This design comes from an exercise in tuning for small area, a short achievable clock period and few clock cycles on the open sky130 flow, not from production work. Function was checked by simulation only, so behaviour that the tests miss may differ from the original.

==> design/flow/design.v <==
package descent_pkg;
    localparam int N_ELEM    = 8;
    localparam int FRAC_BITS = 16;
    localparam int VAL_W   = 32;
    localparam int OBJ_W   = 48;
    localparam int ADDR_W  = 3;
    localparam int SHIFT_W = 4;
    localparam int ITER_W  = 5;
    typedef logic signed [VAL_W-1:0] val_t;
    typedef logic signed [OBJ_W-1:0] obj_t;
    typedef logic [ADDR_W-1:0]       addr_t;
    typedef logic [SHIFT_W-1:0]      shift_t;
    typedef logic [ITER_W-1:0]       iter_t;
    localparam int MAX_SHIFT = 12;
    localparam int MAX_ITER  = 16;
    localparam obj_t EPSILON = obj_t'(1) <<< (FRAC_BITS - 10);
    typedef enum logic [2:0] {
        PH_IDLE,
        PH_INIT_EVAL,
        PH_SEARCH,
        PH_JUDGE,
        PH_DONE
    } phase_t;
    typedef enum logic [1:0] {
        LS_IDLE,
        LS_STEP,
        LS_EVAL,
        LS_DECIDE
    } ls_state_t;
endpackage
module objective_eval (
    input  logic               clk,
    input  logic               rst_LBFGS,
    input  logic               param_we,
    input  descent_pkg::addr_t param_addr,
    input  descent_pkg::val_t  param_weight,
    input  descent_pkg::val_t  param_mean,
    input  logic               eval_start,
    input  logic [descent_pkg::N_ELEM-1:0][descent_pkg::VAL_W-1:0] eval_point,
    output logic               eval_done,
    output descent_pkg::obj_t  eval_f,
    output logic [descent_pkg::N_ELEM-1:0][descent_pkg::VAL_W-1:0] eval_grad
);
    logic [descent_pkg::N_ELEM-1:0][descent_pkg::VAL_W-1:0] weight_mem;
    logic [descent_pkg::N_ELEM-1:0][descent_pkg::VAL_W-1:0] mean_mem;
    logic               run;
    descent_pkg::addr_t idx;
    logic               s1_valid;
    logic               s1_last;
    descent_pkg::val_t  s1_d;
    logic signed [63:0] s1_p;
    descent_pkg::val_t  d_cur;
    logic signed [63:0] wd_full;
    logic signed [95:0] sq_full;
    logic signed [95:0] term_full;
    logic signed [63:0] grad_full;
    descent_pkg::obj_t  term;
    descent_pkg::val_t  grad_elem;
    always_ff @(posedge clk) begin
        if (param_we) begin
            weight_mem[param_addr] <= param_weight;
            mean_mem[param_addr]   <= param_mean;
        end
    end
    always_comb begin
        d_cur     = $signed(eval_point[idx]) - $signed(mean_mem[idx]);
        wd_full   = $signed(weight_mem[idx]) * d_cur;
        sq_full   = s1_p * s1_d;
        term_full = sq_full >>> descent_pkg::FRAC_BITS;
        term      = descent_pkg::obj_t'(term_full);
        grad_full = s1_p <<< 1;
        grad_elem = descent_pkg::val_t'(grad_full);
    end
    always_ff @(posedge clk) begin
        if (!rst_LBFGS) begin
            run       <= 1'b0;
            idx       <= '0;
            s1_valid  <= 1'b0;
            s1_last   <= 1'b0;
            eval_done <= 1'b0;
        end else begin
            s1_valid  <= run;
            s1_last   <= run && (idx == descent_pkg::N_ELEM - 1);
            eval_done <= s1_valid && s1_last;
            if (eval_start) begin
                run <= 1'b1;
                idx <= '0;
            end else if (run) begin
                idx <= idx + 3'd1;
                if (idx == descent_pkg::N_ELEM - 1) begin
                    run <= 1'b0;
                end
            end
        end
    end
    always_ff @(posedge clk) begin
        if (run) begin
            s1_d <= d_cur;
            s1_p <= wd_full >>> descent_pkg::FRAC_BITS;
        end
        if (eval_start) begin
            eval_f <= '0;
        end else if (s1_valid) begin
            eval_f <= eval_f + term;
            for (int i = 0; i < descent_pkg::N_ELEM - 1; i++) begin
                eval_grad[i] <= eval_grad[i+1];
            end
            eval_grad[descent_pkg::N_ELEM-1] <= grad_elem;
        end
    end
endmodule
module point_update (
    input  logic                clk,
    input  logic                rst_LBFGS,
    input  logic                step_start,
    input  descent_pkg::shift_t step_shift,
    input  logic [descent_pkg::N_ELEM-1:0][descent_pkg::VAL_W-1:0] base_point,
    input  logic [descent_pkg::N_ELEM-1:0][descent_pkg::VAL_W-1:0] grad,
    output logic                step_done,
    output logic [descent_pkg::N_ELEM-1:0][descent_pkg::VAL_W-1:0] trial_point
);
    logic                run;
    descent_pkg::addr_t  idx;
    descent_pkg::shift_t k;
    descent_pkg::val_t   scaled;
    always_comb begin
        scaled = $signed(grad[idx]) >>> k;
    end
    always_ff @(posedge clk) begin
        if (!rst_LBFGS) begin
            run       <= 1'b0;
            idx       <= '0;
            step_done <= 1'b0;
        end else begin
            step_done <= run && (idx == descent_pkg::N_ELEM - 1);
            if (step_start) begin
                run <= 1'b1;
                idx <= '0;
            end else if (run) begin
                idx <= idx + 3'd1;
                if (idx == descent_pkg::N_ELEM - 1) begin
                    run <= 1'b0;
                end
            end
        end
    end
    always_ff @(posedge clk) begin
        if (step_start) begin
            k <= step_shift;
        end
        if (run) begin
            trial_point[idx] <= base_point[idx] - scaled;
        end
    end
endmodule
module line_search (
    input  logic                clk,
    input  logic                rst_LBFGS,
    input  logic                ls_start,
    input  descent_pkg::obj_t   f_now,
    input  descent_pkg::obj_t   eval_f,
    input  logic                ls_eval_done,
    input  logic                step_done,
    output logic                step_start,
    output descent_pkg::shift_t step_shift,
    output logic                ls_eval_req,
    output logic                ls_done,
    output logic                ls_ok
);
    descent_pkg::ls_state_t state;
    descent_pkg::shift_t    k;
    assign step_shift = k;
    always_ff @(posedge clk) begin
        if (!rst_LBFGS) begin
            state       <= descent_pkg::LS_IDLE;
            k           <= '0;
            step_start  <= 1'b0;
            ls_eval_req <= 1'b0;
            ls_done     <= 1'b0;
            ls_ok       <= 1'b0;
        end else begin
            step_start  <= 1'b0;
            ls_eval_req <= 1'b0;
            ls_done     <= 1'b0;
            case (state)
                descent_pkg::LS_IDLE: begin
                    if (ls_start) begin
                        k          <= '0;
                        ls_ok      <= 1'b0;
                        step_start <= 1'b1;
                        state      <= descent_pkg::LS_STEP;
                    end
                end
                descent_pkg::LS_STEP: begin
                    if (step_done) begin
                        ls_eval_req <= 1'b1;
                        state       <= descent_pkg::LS_EVAL;
                    end
                end
                descent_pkg::LS_EVAL: begin
                    if (ls_eval_done) begin
                        state <= descent_pkg::LS_DECIDE;
                    end
                end
                descent_pkg::LS_DECIDE: begin
                    if (eval_f < f_now) begin
                        ls_ok   <= 1'b1;
                        ls_done <= 1'b1;
                        state   <= descent_pkg::LS_IDLE;
                    end else if (k == descent_pkg::MAX_SHIFT) begin
                        ls_ok   <= 1'b0;
                        ls_done <= 1'b1;
                        state   <= descent_pkg::LS_IDLE;
                    end else begin
                        k          <= k + 4'd1;
                        step_start <= 1'b1;
                        state      <= descent_pkg::LS_STEP;
                    end
                end
                default: begin
                    state <= descent_pkg::LS_IDLE;
                end
            endcase
        end
    end
endmodule
module descent_ctrl (
    input  logic               clk,
    input  logic               rst_LBFGS,
    input  logic               start,
    input  logic [descent_pkg::N_ELEM-1:0][descent_pkg::VAL_W-1:0] x_init,
    input  logic               eval_done,
    input  descent_pkg::obj_t  eval_f,
    input  logic [descent_pkg::N_ELEM-1:0][descent_pkg::VAL_W-1:0] eval_grad,
    input  logic [descent_pkg::N_ELEM-1:0][descent_pkg::VAL_W-1:0] trial_point,
    input  logic               ls_eval_req,
    input  logic               ls_done,
    input  logic               ls_ok,
    output logic               eval_start,
    output logic [descent_pkg::N_ELEM-1:0][descent_pkg::VAL_W-1:0] eval_point,
    output logic               ls_start,
    output logic               ls_eval_done,
    output logic [descent_pkg::N_ELEM-1:0][descent_pkg::VAL_W-1:0] cur_point,
    output logic [descent_pkg::N_ELEM-1:0][descent_pkg::VAL_W-1:0] cur_grad,
    output descent_pkg::obj_t  f_now,
    output logic               busy,
    output logic               done,
    output logic               converged,
    output logic [descent_pkg::N_ELEM-1:0][descent_pkg::VAL_W-1:0] x_result,
    output descent_pkg::obj_t  f_result,
    output descent_pkg::iter_t iter_count
);
    descent_pkg::phase_t phase;
    logic                init_start;
    descent_pkg::obj_t   delta;
    descent_pkg::obj_t   delta_mag;
    assign eval_start   = init_start || ls_eval_req;
    assign ls_eval_done = eval_done && (phase == descent_pkg::PH_SEARCH);
    always_comb begin
        for (int i = 0; i < descent_pkg::N_ELEM; i++) begin
            eval_point[i] = (phase == descent_pkg::PH_SEARCH) ? trial_point[i] : cur_point[i];
        end
    end
    always_comb begin
        delta     = f_now - eval_f;
        delta_mag = delta[descent_pkg::OBJ_W-1] ? -delta : delta;
    end
    always_ff @(posedge clk) begin
        if (!rst_LBFGS) begin
            phase      <= descent_pkg::PH_IDLE;
            init_start <= 1'b0;
            ls_start   <= 1'b0;
            busy       <= 1'b0;
            done       <= 1'b0;
            converged  <= 1'b0;
            iter_count <= '0;
        end else begin
            init_start <= 1'b0;
            ls_start   <= 1'b0;
            done       <= 1'b0;
            case (phase)
                descent_pkg::PH_IDLE: begin
                    if (start) begin
                        cur_point  <= x_init;
                        init_start <= 1'b1;
                        busy       <= 1'b1;
                        converged  <= 1'b0;
                        iter_count <= '0;
                        phase      <= descent_pkg::PH_INIT_EVAL;
                    end
                end
                descent_pkg::PH_INIT_EVAL: begin
                    if (eval_done) begin
                        cur_grad <= eval_grad;
                        f_now    <= eval_f;
                        ls_start <= 1'b1;
                        phase    <= descent_pkg::PH_SEARCH;
                    end
                end
                descent_pkg::PH_SEARCH: begin
                    if (ls_done) begin
                        phase <= ls_ok ? descent_pkg::PH_JUDGE : descent_pkg::PH_DONE;
                    end
                end
                descent_pkg::PH_JUDGE: begin
                    iter_count <= iter_count + 5'd1;
                    cur_point  <= trial_point;
                    cur_grad   <= eval_grad;
                    f_now      <= eval_f;
                    if (delta_mag <= descent_pkg::EPSILON) begin
                        converged <= 1'b1;
                        phase     <= descent_pkg::PH_DONE;
                    end else if (iter_count == descent_pkg::MAX_ITER - 1) begin
                        phase <= descent_pkg::PH_DONE;
                    end else begin
                        ls_start <= 1'b1;
                        phase    <= descent_pkg::PH_SEARCH;
                    end
                end
                descent_pkg::PH_DONE: begin
                    x_result <= cur_point;
                    f_result <= f_now;
                    done     <= 1'b1;
                    busy     <= 1'b0;
                    phase    <= descent_pkg::PH_IDLE;
                end
                default: begin
                    phase <= descent_pkg::PH_IDLE;
                end
            endcase
        end
    end
endmodule
module descent_top (
    input  logic               clk,
    input  logic               rst_LBFGS,
    input  logic               param_we,
    input  descent_pkg::addr_t param_addr,
    input  descent_pkg::val_t  param_weight,
    input  descent_pkg::val_t  param_mean,
    input  logic [descent_pkg::N_ELEM*descent_pkg::VAL_W-1:0] x_init,
    input  logic               start,
    output logic               busy,
    output logic               done,
    output logic               converged,
    output logic [descent_pkg::N_ELEM*descent_pkg::VAL_W-1:0] x_result,
    output descent_pkg::obj_t  f_result,
    output descent_pkg::iter_t iter_count
);
    logic                eval_start;
    logic                eval_done;
    descent_pkg::obj_t   eval_f;
    logic [descent_pkg::N_ELEM-1:0][descent_pkg::VAL_W-1:0] eval_point;
    logic [descent_pkg::N_ELEM-1:0][descent_pkg::VAL_W-1:0] eval_grad;
    logic                ls_start;
    logic                ls_eval_req;
    logic                ls_eval_done;
    logic                ls_done;
    logic                ls_ok;
    descent_pkg::obj_t   f_now;
    logic [descent_pkg::N_ELEM-1:0][descent_pkg::VAL_W-1:0] cur_point;
    logic [descent_pkg::N_ELEM-1:0][descent_pkg::VAL_W-1:0] cur_grad;
    logic                step_start;
    logic                step_done;
    descent_pkg::shift_t step_shift;
    logic [descent_pkg::N_ELEM-1:0][descent_pkg::VAL_W-1:0] trial_point;
    descent_ctrl u_ctrl (
        .clk          (clk),
        .rst_LBFGS    (rst_LBFGS),
        .start        (start),
        .x_init       (x_init),
        .eval_done    (eval_done),
        .eval_f       (eval_f),
        .eval_grad    (eval_grad),
        .trial_point  (trial_point),
        .ls_eval_req  (ls_eval_req),
        .ls_done      (ls_done),
        .ls_ok        (ls_ok),
        .eval_start   (eval_start),
        .eval_point   (eval_point),
        .ls_start     (ls_start),
        .ls_eval_done (ls_eval_done),
        .cur_point    (cur_point),
        .cur_grad     (cur_grad),
        .f_now        (f_now),
        .busy         (busy),
        .done         (done),
        .converged    (converged),
        .x_result     (x_result),
        .f_result     (f_result),
        .iter_count   (iter_count)
    );
    objective_eval u_eval (
        .clk          (clk),
        .rst_LBFGS    (rst_LBFGS),
        .param_we     (param_we),
        .param_addr   (param_addr),
        .param_weight (param_weight),
        .param_mean   (param_mean),
        .eval_start   (eval_start),
        .eval_point   (eval_point),
        .eval_done    (eval_done),
        .eval_f       (eval_f),
        .eval_grad    (eval_grad)
    );
    line_search u_search (
        .clk          (clk),
        .rst_LBFGS    (rst_LBFGS),
        .ls_start     (ls_start),
        .f_now        (f_now),
        .eval_f       (eval_f),
        .ls_eval_done (ls_eval_done),
        .step_done    (step_done),
        .step_start   (step_start),
        .step_shift   (step_shift),
        .ls_eval_req  (ls_eval_req),
        .ls_done      (ls_done),
        .ls_ok        (ls_ok)
    );
    point_update u_step (
        .clk          (clk),
        .rst_LBFGS    (rst_LBFGS),
        .step_start   (step_start),
        .step_shift   (step_shift),
        .base_point   (cur_point),
        .grad         (cur_grad),
        .step_done    (step_done),
        .trial_point  (trial_point)
    );
endmodule
==> design/flow/run.sh <==
#!/bin/bash
# synth_recipe.tcl (not shown) runs the flow's synth.tcl, then flattens the netlist and writes it again
# the make line also repeats each setting of config.mk as NAME=value (left out here)
make -C /OpenROAD-flow-scripts/flow DESIGN_CONFIG=/design/flow/config.mk WORK_HOME=/design/flow/orfs CLKGATE_MAP_FILE= SYNTH_SCRIPT=/design/flow/synth_recipe.tcl finish
==> design/flow/config.mk <==
export PLATFORM = sky130hd
export DESIGN_NAME = descent_top
export DESIGN_NICKNAME = descent_top
export VERILOG_FILES = /design/flow/design.v
export SDC_FILE = /design/flow/constraint.sdc
export NUM_CORES = 4
export LEC_CHECK = 0
export CAP_MARGIN = 20
export CORE_MARGIN = 2
export CORE_UTILIZATION = 40
export SLEW_MARGIN = 20
==> design/flow/constraint.sdc <==
create_clock -name core_clock -period 15.0 [get_ports {clk}]
set_input_delay 3.0000 -clock core_clock [delete_from_list [all_inputs] [get_ports {clk}]]
set_output_delay 3.0000 -clock core_clock [all_outputs]
set_load 0.01 [all_outputs]
==> results.txt <==
==> repair_timing <==
action,in CTS,in global routing
hold buffers,0,0
setup buffers,0,3
gates resized for setup,0,2
setup endpoints to repair,0,5
==> metal layers <==
metal,track usage,part of all wire
met5,0,0.00028
met4,0.08664,0.040
met2,0.3926,0.45
met3,0.05898,0.10
met1,0.3469,0.41
==> worst max-delay path: cells and delay by family (launching register included) <==
kind	cells	cell delay, ns
multiplexers	2	1.15
flip-flops	1	0.49
AND/OR/NAND/NOR	7	1.45
buffers and inverters	1	0.38
adder cells (fa/ha/maj)	10	4.49
XOR/XNOR	2	0.57
AO/OA/AOI/OAI	21	5.27
==> cell families (layout without fill, tap and decap cells) <==
family	after synthesis	in the layout
flops	2039	2039
fa+ha+maj	2957	2957
simple gates	4611	4611
mux	599	599
xor+xnor	263	263
other cells	0	13
compound gates	1606	1606
buf+inv	3504	4034
==> registers in the layout (all words and copies together) (netlist names), 2 cells and up <==
name and cells:
u_step.k 4, u_search.state 2, u_step.trial_point 256, u_eval.idx 3
u_ctrl.f_result 48, u_eval.weight_mem 256, u_ctrl.cur_point 256, u_ctrl.iter_count 5
u_eval.s1_p 48, u_eval.eval_f 48, u_eval.s1_d 32, u_ctrl.phase 3
u_ctrl.x_result 256, u_eval.eval_grad 248, u_ctrl.f_now 48, u_eval.mean_mem 256
u_step.idx 3, u_ctrl.cur_grad 248, u_search.k 4
==> worst paths after layout <==
| check | from | to | slack (ns) | cells past startpoint |
|---|---|---|---|---|
| max | u_ctrl.phase[0] | u_eval.s1_p[47] | 0.81 | 43 |
| min | u_eval.eval_grad[83] | u_ctrl.cur_grad[83] | 0.37 | 0 |
| max reg2reg | u_ctrl.phase[0] | u_eval.s1_p[47] | 0.81 | 43 |
| min reg2reg | u_eval.eval_grad[83] | u_ctrl.cur_grad[83] | 0.37 | 0 |
==> final cells by class <==
type,instances,area [um^2],area share
diodes,13,32.53,0.0001666
clock buffers,252,5732,0.02935
clock inverters,157,1906,0.009758
inverters,2612,9806,0.05021
multi-input cells,10040,100800,0.5160
flip-flops and latches,2039,60430,0.3094
well taps,5734,7174,0.03674
repair buffers,1013,9434,0.04831
==> through the flow <==
step | worst slack, ns | cell area [um^2] | hold WS (ns) | instances
after CTS | 0.6651 | 195200 | 0.3691 | 21840
after global placement | 0.8014 | 187500 | 0.4002 | 21430
final | 0.8128 | 195300 | 0.3733 | 21860
after floorplan | 0.2294 | 173800 | 0.4003 | 15580
after detailed placement | 0.7385 | 187500 | 0.4045 | 21430
after global routing | 0.04523 | 195300 | 0.3831 | 21850
==> cells in the final DEF, fill, tap and decap left out, drive strengths merged, types with 13 or more instances in the layout <==
cell | synthesis | layout
dfxtp | 83 | 83
mux4 | 427 | 427
inv | 2611 | 2621
edfxtp | 1956 | 1956
clkbuf | 798 | 252
and3 | 42 | 42
o31ai | 20 | 20
a21o | 111 | 111
o21bai | 31 | 31
clkdlybuf4s50 | 0 | 637
diode | 0 | 13
nor2 | 451 | 451
clkinv | 1 | 100
a22o | 593 | 593
fa | 2403 | 2403
buf | 94 | 376
and2 | 460 | 460
bufinv | 0 | 36
nand2 | 3078 | 3078
or3 | 24 | 24
ha | 554 | 554
or2 | 32 | 32
nor2b | 103 | 103
a211oi | 43 | 43
a31oi | 29 | 29
nand3 | 88 | 88
nand2b | 115 | 115
nand4 | 41 | 41
o211ai | 26 | 26
o21ai | 342 | 342
mux2i | 123 | 123
a21oi | 223 | 223
a211o | 14 | 14
xnor2 | 191 | 191
mux2 | 49 | 49
nor4 | 19 | 19
o21a | 57 | 57
nor3 | 104 | 104
xor2 | 72 | 72
==> summary.txt <==
Status -> complete, no violations
FF+latch count, synth -> 2,039
Pre-antenna DRT Iters -> 6
Mux contribution to synthesized area -> 0.06559
Initial antenna violation count -> 42
CP Capture Type -> flop
Ys async rst share -> 0
Most used DFF post-synth -> edfxtp_1
Worst hold-check path type -> flop to flop
Drc violations -> 0
Post-layout min period -> 14.19 ns
Ys Warns -> 4
Fillers -> 40,200
Final setup viols -> 0
Layout cells sized above 1 -> 0.08256
Avg Vias per Cell -> 5.568
Cell repeated most along the worst path -> fa_1
Netlist cell types -> 89
CP arrival -> 14.79 ns
Max_slew headroom -> 0.1445
Achievable Freq -> 70.49 MHz
Crit-path max FO -> 24
Worst slew pin tran -> 1.283 ns
EDFF count, synth -> 1,956
Share of the synthesized area in the top cell type -> 0.3380
TritonCTS buffer count -> 225
Sequential-to-total area share from yosys stat -> 0.3475
Die width -> 663.2 um
Final hold vios -> 0
Routed wire length -> 555,500 um
Via count -> 121,700
Syn nets -> 18,860
Post-Synth Adder-Cell Area -> 0.3167
Vias in the first global route -> 125,200
Crit path required time -> 15.60 ns
CP max stage cell -> mux4_2
DR iter-0 viols -> 12,360
GR Util All Layers -> 0.2520
Synth top area cells -> edfxtp_1 34%, fa_1 28%, nand2_1 6.6%, inv_1 5.6%, mux4_2 5.5%
# nets final -> 19,210
H-tree depth -> 4
Mapped Avg Cell Area -> 11.16 um^2
CTS tree -> done
Xor and xnor fraction of the mapped netlist area -> 0.01325
ANT nets after route -> 0
Clk slew on worst S/H paths -> 0.06 ns
Setup TNS -> 0 ns
Compound-gate portion of the synthesized area -> 0.06642
Most numerous cell in the Yosys netlist -> nand2_1
Max Slew Vio Count -> 0
PortBufs -> 638
Boundary pin count -> 639
Detail Placement HPWL -> 408,400 um
Routability-driven placement congestion ratio -> 0.9468
Startpoint types -> flop
Clk sinks -> 2,039
Largest net degree at the start of global routing -> 184
Total die area -> 439,800 um^2
Largest family of logic cells by synthesized area -> adder cells
Initial Utilization -> 0.4008
Layout area overhead -> 12.37%
Core Region -> 433,600 um^2
CP max stage delay -> 0.60 ns
Crit share post-route -> 0.9458
Syn Inst Count -> 15,580
Worst-Skew Late Latency -> 0.99 ns
WL/cell -> 25.42 um
Clock Path Buffers -> 4
Simple logic cell fraction of the synthesized area -> 0.1148
First-pass GRT wire length -> 832,100 um
Die height -> 663.2 um
RSZ-0062 raised after global routing -> false
CP Class -> flop to flop
Cell Rows -> 242
Setup Skew -> 0.1407 ns
Final core utilization -> 0.4504
Post-synthesis cell type with the largest combined area -> edfxtp_1
Mapped cell area -> 173,800 um^2
Top cells by count, synth -> 3,077 x nand2_1, 2,609 x inv_1, 2,403 x fa_1
Max-cap violations -> 0
Gr ovfl total -> 0
Clock root buffer -> clkbuf_16
Testbench counts, summed over its fixed seeds: cycles 109,457.

separate check: timing with driven ports:
The results above use ideal ports. As a check the final layout listed here was re-extracted and re-timed, cells and wires unchanged.
Step 1 assumes that a clkbuf_16 drives the clock port and a buf_2 every other input.
Step 2 times the ports against the registers' clock, not the clock port: input delays grow and output delays shrink by t, the midpoint of the rising clock arrivals with the driver on.
a / b / c = ideal / step 1 / step 2; a / b = the first two.
shift t [ns]: 1.038
slack for setup (ns): 0.813 / 0.813 / 0.813
worst slew at a driven data input, ns: 0.18
cell pins on the clock port's net: 1
After both steps this run still meets setup and hold. The setup slack of this run moves by 0.000 ns with the drivers and by 0.000 ns with both steps.
